From an optimization exercise on the open Yosys and OpenROAD flow, aimed at small area, a short achievable clock period and few clock cycles per item; shortcuts taken in it are not production practice. Only simulation tests tie the RTL to the original design; equivalence was not proved. No activity file was given, so power comes from the tool's default toggle rates.

==> flow/design.v, too long to show whole: its modules and the start of the top module <==
// module sp_inv: 3 lines
// module sp_nand2: 3 lines
// module sp_nor2: 3 lines
// module sp_nand2b: 3 lines
// module sp_nor2b: 3 lines
// module sp_aoi21: 3 lines
// module sp_oai21: 3 lines
// module sp_xor2: 3 lines
// module sp_xnor2: 3 lines
// module sub_pipelined: 2572 lines
module sub_pipelined #(
   parameter int unsigned w = sub_pipelined_pkg::SUB_W,
   parameter int unsigned s = sub_pipelined_pkg::SUB_S
) (
   input  logic         clk,
   input  logic         rstn,
   input  logic [w-1:0] op1,
   input  logic [w-1:0] op2,
   input  logic         valid_op1,
   input  logic         valid_op2,
   output logic         op_ready,
   output logic [w-1:0] res,
   output logic         valid,
   output logic         borrow,
   output logic         zero,
   input  logic         res_ready
);
  // ...
==> flow/flow/run.sh <==
#!/bin/bash
# Layout flow: the standard flow (standard.sh, unchanged synthesis),
# with each I/O port buffered by a plain sky130_fd_sc_hd__buf_1 instead of
# the buffer cell buffer_ports would pick by itself.
set -o pipefail
export BUFFER_PORTS_ARGS="-buffer_cell sky130_fd_sc_hd__buf_1"
bash standard.sh > standard.log 2>&1
==> flow/standard.sh <==
#!/bin/bash
# synth_recipe.tcl (not shown) runs the flow's synth.tcl, then flattens the netlist and writes it again
# the make line also repeats each setting of config.mk as NAME=value (left out here)
make -C /OpenROAD-flow-scripts/flow DESIGN_CONFIG=/design/flow/config.mk WORK_HOME=/design/flow/orfs CLKGATE_MAP_FILE= SYNTH_SCRIPT=/design/flow/synth_recipe.tcl "${@:-finish}"
==> flow/config.mk <==
export PLATFORM = sky130hd
export DESIGN_NAME = sub_pipelined
export DESIGN_NICKNAME = sub_pipelined
export VERILOG_FILES = /design/flow/design.v
export SDC_FILE = /design/flow/constraint.sdc
export NUM_CORES = 4
export LEC_CHECK = 0
export CAP_MARGIN = 20
export CORE_MARGIN = 2
export CORE_UTILIZATION = 40
export PLACE_DENSITY = 0.6
export SLEW_MARGIN = 20
export SYNTH_HIERARCHICAL = 1
export SYNTH_MINIMUM_KEEP_SIZE = 0
==> flow/constraint.sdc <==
create_clock -name core_clock -period 3.5 [get_ports {clk}]
set_input_delay 0.7000 -clock core_clock [delete_from_list [all_inputs] [get_ports {clk}]]
set_output_delay 0.7000 -clock core_clock [all_outputs]
set_load 0.01 [all_outputs]
==> out/qor.yml, run 1 <==
status:
  outcome: "complete, no violations"
cts:
  cts_tree: "done"
  cts.path.max_buffers: 2
sta:
  final_min_period_over_clock_period: 0.864
  hold_viol: 0
  finalSetupTns_ps: 0
  slew_headroom: 0.577
layout:
  seq_share: 0.263
  multi_input_area_share: 0.513
  multi_input_area_sq_um: 7660
setup_path:
  crit_slowest_cell: "o21ai_1"
  cp.depth: 14
  worstPathArrival_ps: 3190
  path_class: "input pin to register"
power:
  p_sw_frac: 0.349
  p_total_mw: 6.21
logic_synthesis:
  synth-async-reset-ratio: 0.00763
  synth_edf_count: 130
  seq_area_frac_synth: 0.323
  synth_ff_type: "edfxtp_1"
  synth_top_family_by_area: "simple AND/OR/NAND/NOR gates"
die:
  taps: 390
detailed_routing:
  dr.max_layer_used: "met5"
placed_design:
  globalplace.congestion: 0.886
flow_run:
  drv_cap: 0
Testbench counts, summed over its fixed seeds: cycles 3,208, items 3,200.
==> run 2: changes to the inputs <==
==> flow/flow/run.sh (replaced) <==
#!/bin/bash
# Layout flow: the standard flow (standard.sh, synthesis unchanged) with
#  - each I/O port buffered by a plain sky130_fd_sc_hd__buf_1 instead of the
#    buffer cell buffer_ports would pick by itself;
#  - after floorplan, every combinational cell reset to its _1 size
#    (flow/downsize.tcl), so that timing repair sizes up only what it needs;
#  - timing repair asked for extra setup margin (SETUP_SLACK_MARGIN below).
# Each step's full output goes to its own log file in this folder.
set -eo pipefail
ARGS=("BUFFER_PORTS_ARGS=-buffer_cell sky130_fd_sc_hd__buf_1"
      "SETUP_SLACK_MARGIN=0.8")
bash standard.sh "${ARGS[@]}" floorplan > standard_floorplan.log 2>&1
F=$PWD/orfs/results/sky130hd/sub_pipelined/base/2_floorplan.odb
ODB_IN=$F ODB_OUT=$F openroad -no_init -exit flow/downsize.tcl > downsize.log 2>&1
bash standard.sh "${ARGS[@]}" finish > standard_finish.log 2>&1
==> flow/flow/downsize.tcl (new file) <==
# Reset every combinational cell that synthesis upsized to its _1 size, so
# that timing repair later sizes up only the gates that need it.
read_db $::env(ODB_IN)
set db [ord::get_db]
set n 0
foreach inst [[ord::get_db_block] getInsts] {
  set m [[$inst getMaster] getName]
  if {![regexp {^(sky130_fd_sc_hd__)([a-z0-9]+)_([0-9]+)$} $m -> pfx base sz]} { continue }
  if {[regexp {^(e?df|dl|sdf|tap|fill|decap|conb|clk)} $base]} { continue }
  if {$sz == 1} { continue }
  set new [$db findMaster ${pfx}${base}_1]
  if {$new == "NULL" || $new == ""} { continue }
  $inst swapMaster $new
  incr n
}
puts "downsized $n cells"
write_db $::env(ODB_OUT)
==> run 2 against run 1 <==
Still clean. Clock power fell by 9%. Fmax rose by 14%. Routed wire length fell by 7.9%. Critical path type unchanged. Critical endpoint is now res_q[77].
==> out/qor.yml, run 2 <==
status:
  outcome: "complete, no violations"
detailed_routing:
  drtIter0Drc: 469
  wl_mm: 33.0
  via_per_inst: 4.74
  drc_errors: 0
  vias: 10273
  routedWlPerCell_microns: 15.2
  antenna_left: 0
  detail_route.first_pass.iterations: 5
setup_path:
  cpLargestDelayFamily: "compound AO/OA/AOI/OAI gates"
  slowest_delay_ps: 250
  rr_worst_depth: 2
  critical_path.startpoint_type: "input pin"
  path_buf_inv: 4
  crit_slowest_cell: "a21oi_2"
  cp_common_cell: "a21oi_4"
  worstPathArrival_ps: 2820  # -370 ps
  worst_ep_required_time_ps: 3680
  path_class: "input pin to register"
  critical_path.cell_chain: "buf_1 -> nor2b_1 -> o21ai_1 -> a21oi_2 -> o21ai_4 -> a21oi_4 -> o21ai_4 -> a21oi_4 -> buf_12 -> inv_2 -> buf_4 -> a21oi_4 -> o21ai_1 -> xnor2_1"
  cp.depth: 14  # unchanged
  cp-end-kind: "register"
  crit_path_max_fanout: 6
die:
  fp.coreArea_sq_um: 29800
  die_w_microns: 178
  die_area_sq_um: 31800
  rows: 63
  initial_core_util: 0.408
  io_pins: 393
  die_h_microns: 178
logic_synthesis:
  yosysUniqueCellTypes: 15
  yosys.area.top_type: "edfxtp_1"
  syn_area_sq_um: 12100
  synth_area_per_cell_sq_um: 9.24
  synth_simple_gate_area_frac: 0.288
  synth_fa_ha_area_frac: 0
  netlist_instances: 1314
  synth_top_area_frac: 0.321
  yosys_warnings: 7
  synth.net_count: 1575
  synth-xor-area-share: 0.184
  synth_compound_area_frac: 0.158
  synth_commonest_cells: "o21ai_1, xor2_1, inv_1"
  synth_top_family_by_area: "simple AND/OR/NAND/NOR gates"
  synth_seq_cells: 131
  synth-async-reset-ratio: 0.00763  # unchanged
  synth_mux_area_frac: 0
  synth_edf_count: 130  # unchanged
  seq_area_frac_synth: 0.323  # unchanged
  synth_ff_type: "edfxtp_1"
  synth.most_common_cell: "o21ai_1"
  synth_area_leaders: "edfxtp_1, nor2b_4, xor2_1, o21ai_1, a21oi_2"
sta:
  slew_headroom: 0.498  # -0.0785
  skew_ps: 5.13
  hold_ws_ps: 26.3
  rsz0062_at_grt: "true"
  slew_viol_final: 0
  tightest_slew_ps: 753
  max_freq_ghz: 0.379
  finalSetupTns_ps: 0  # unchanged
  setup_viol: 0
  period_needed_ps: 2640
  final_min_period_over_clock_period: 0.754  # -0.109
  fin_ws_ps: 860
  hold_viol: 0  # unchanged
placed_design:
  hpwl_mm: 27.0
  port_buffers: 392
  post-place-cells: 2126
  dpl_worst_slack_ps: -253
  globalplace.congestion: 0.881  # -0.62%
global_route:
  grt_max_degree: 132
  overflow: 0
  grt.total_usage: 0.199
  grt_pass1_vias: 9731
  antenna_found_initial: 7
  grt_pass1_wl_mm: 48.5
layout:
  final_common_cell: "buf_1"
  layout_common_cells: "buf_1, xor2_1, o21ai_1"
  top_register: "res_q"
  fin_cells: 2168
  drive_gt1_frac: 0.0783
  largest_register_ffs: 128
  nets: 2026
  area.growth.synth_to_final_pct: 15.3
cts:
  ctsHoldBuffers: 0
  cts_buffers: 17
  cts_sinks: 131
  cts.path.max_buffers: 2  # unchanged
  path_clk_slew_ps: 60
  htreeDepth: 4
  clkLatencyLatePin_ps: 430
  cts_tree: "done"
  cts_root_buffer: "clkbuf_16"
power:
  power_density_nw_per_um2: 422
  clkPwrFrac: 0.273
  switchingPower_mw: 2.01
  ir_worst_vdd_mv: 0.321
  seq_power_share: 0.386
  internal_power_mw: 3.91
  p_sw_frac: 0.340  # -0.00918
  power_frac_comb: 0.341
  p_leak_nw: 5.46
min_path:
  hold_class: "input pin to asynchronous set/reset pin"
flow_run:
  drv_cap: 0  # unchanged
run 2: worst paths after layout:
| path | slack (ps) | end | from |
|---|---|---|---|
| worst min register to register | 1000 | valid_q | valid_q |
| worst max-delay path | 860 | res_q[77] | op2[5] |
| min in group core_clock | 480 | valid_q | valid_op2 |
| max in group asynchronous | 3380 | valid_q | rstn |
| worst max register to register | 1930 | borrow_q | valid_q |
| worst min-delay path | 30 | valid_q | rstn |
run 2: cell families after synthesis:
| family | Yosys count |
|---|---|
| AO/OA/AOI/OAI | 301 |
| XOR/XNOR | 255 |
| buffers and inverters | 152 |
| flip-flops | 131 |
| AND/OR/NAND/NOR | 475 |
run 2: metrics by stage:
step | utilization | total power [mW] | area [sq um]
floorplan | - | 3.65 | 12300
global placement | 0.436 | 4.18 | 13000
detailed placement | 0.436 | 4.21 | 13000
CTS | 0.463 | 5.92 | 13800
global route | 0.470 | 6.26 | 14000
finish | 0.470 | 5.92 | 14000
run 2: power by group through the flow:
stage               clock network [mW]  logic, mW  registers [mW]
floorplan                            0       1.17            2.49
global placement                     0       1.87            2.31
detailed placement                   0       1.90            2.32
CTS                               1.65       1.98            2.29
global route                      1.72       2.22            2.32
finish                            1.62       2.02            2.28
run 2: modules after synthesis (local to each module, per instance), excerpt:
module	flip-flops and latches	cell area (sq um)	cells inside	times used
sp_xnor2	0	8.76	1	65
sp_inv	0	3.75	1	151
sp_nand2b	0	6.26	1	127
sp_nand2	0	3.75	1	48
sp_oai21	0	5.00	1	192
sp_nor2	0	3.75	1	126
run 2: worst reg2reg max path: cells and delay by family (launching register included):
family | cells | cell delay, ps
buf+inv | 1 | 560
simple gates | 1 | 120
flops | 1 | 400
run 2: final cells by class:
class / instances / area, sq um
Clock inverter: 9 / 67.6
Inverter: 152 / 571
Timing Repair Buffer: 432 / 1850
Clock buffer: 20 / 437
Sequential cell: 131 / 3930
Tap cell: 390 / 488
Antenna cell: 3 / 7.51
Multi-Input combinational cell: 1031 / 6660
Fill cell: 3026 / 15800
run 2: metal layers:
layer  GRT usage  routed length [microns]
met5           0                       44
met4      0.0769                      980
met3      0.0486                     2020
met2       0.335                    15800
met1       0.244                    14100
run 2: what timing repair did:
item / in CTS / in global routing
endpoints found under the setup margin: 95 / 79
pin swaps: 12 / 19
setup buffers: 5 / 4
resized for setup: 45 / 56
gates cloned: 1 / 0

port drivers added, routing unchanged:
Ports are ideal in the flow. The routed layouts listed here were re-timed in OpenROAD.
Step 1 (the two cells are an assumption about what drives the block):
set clk [get_ports {clk}]
set_driving_cell -lib_cell sky130_fd_sc_hd__clkbuf_16 $clk
set_driving_cell -lib_cell sky130_fd_sc_hd__buf_2 [delete_from_list [all_inputs] $clk]
Step 2 moves the port delays by t, midway between the first and last clock arrival at a register: inputs arrive t later, outputs are due t later. That takes back most of the time a late clock gives input paths.
a / b / c = ideal ports / drivers / drivers and shift; a / b = the first two.
run | shift t [ns] | slack for setup (ns) | latest minus earliest clock arrival (ns) | worst register clock-pin slew, ns | cell pins on the clock port's net
run 1 | 0.484 | 0.477 / 0.501 / 0.017 | 0.016 / 0.016 | 0.07 / 0.07 | 1
run 2 | 0.471 | 0.860 / 0.882 / 0.411 | 0.008 / 0.008 | 0.06 / 0.06 | 1
After both steps setup and hold are still met in every run listed. The setup slack of run 1, which loses most, moves by +0.024 ns with the drivers and by -0.460 ns with both steps.
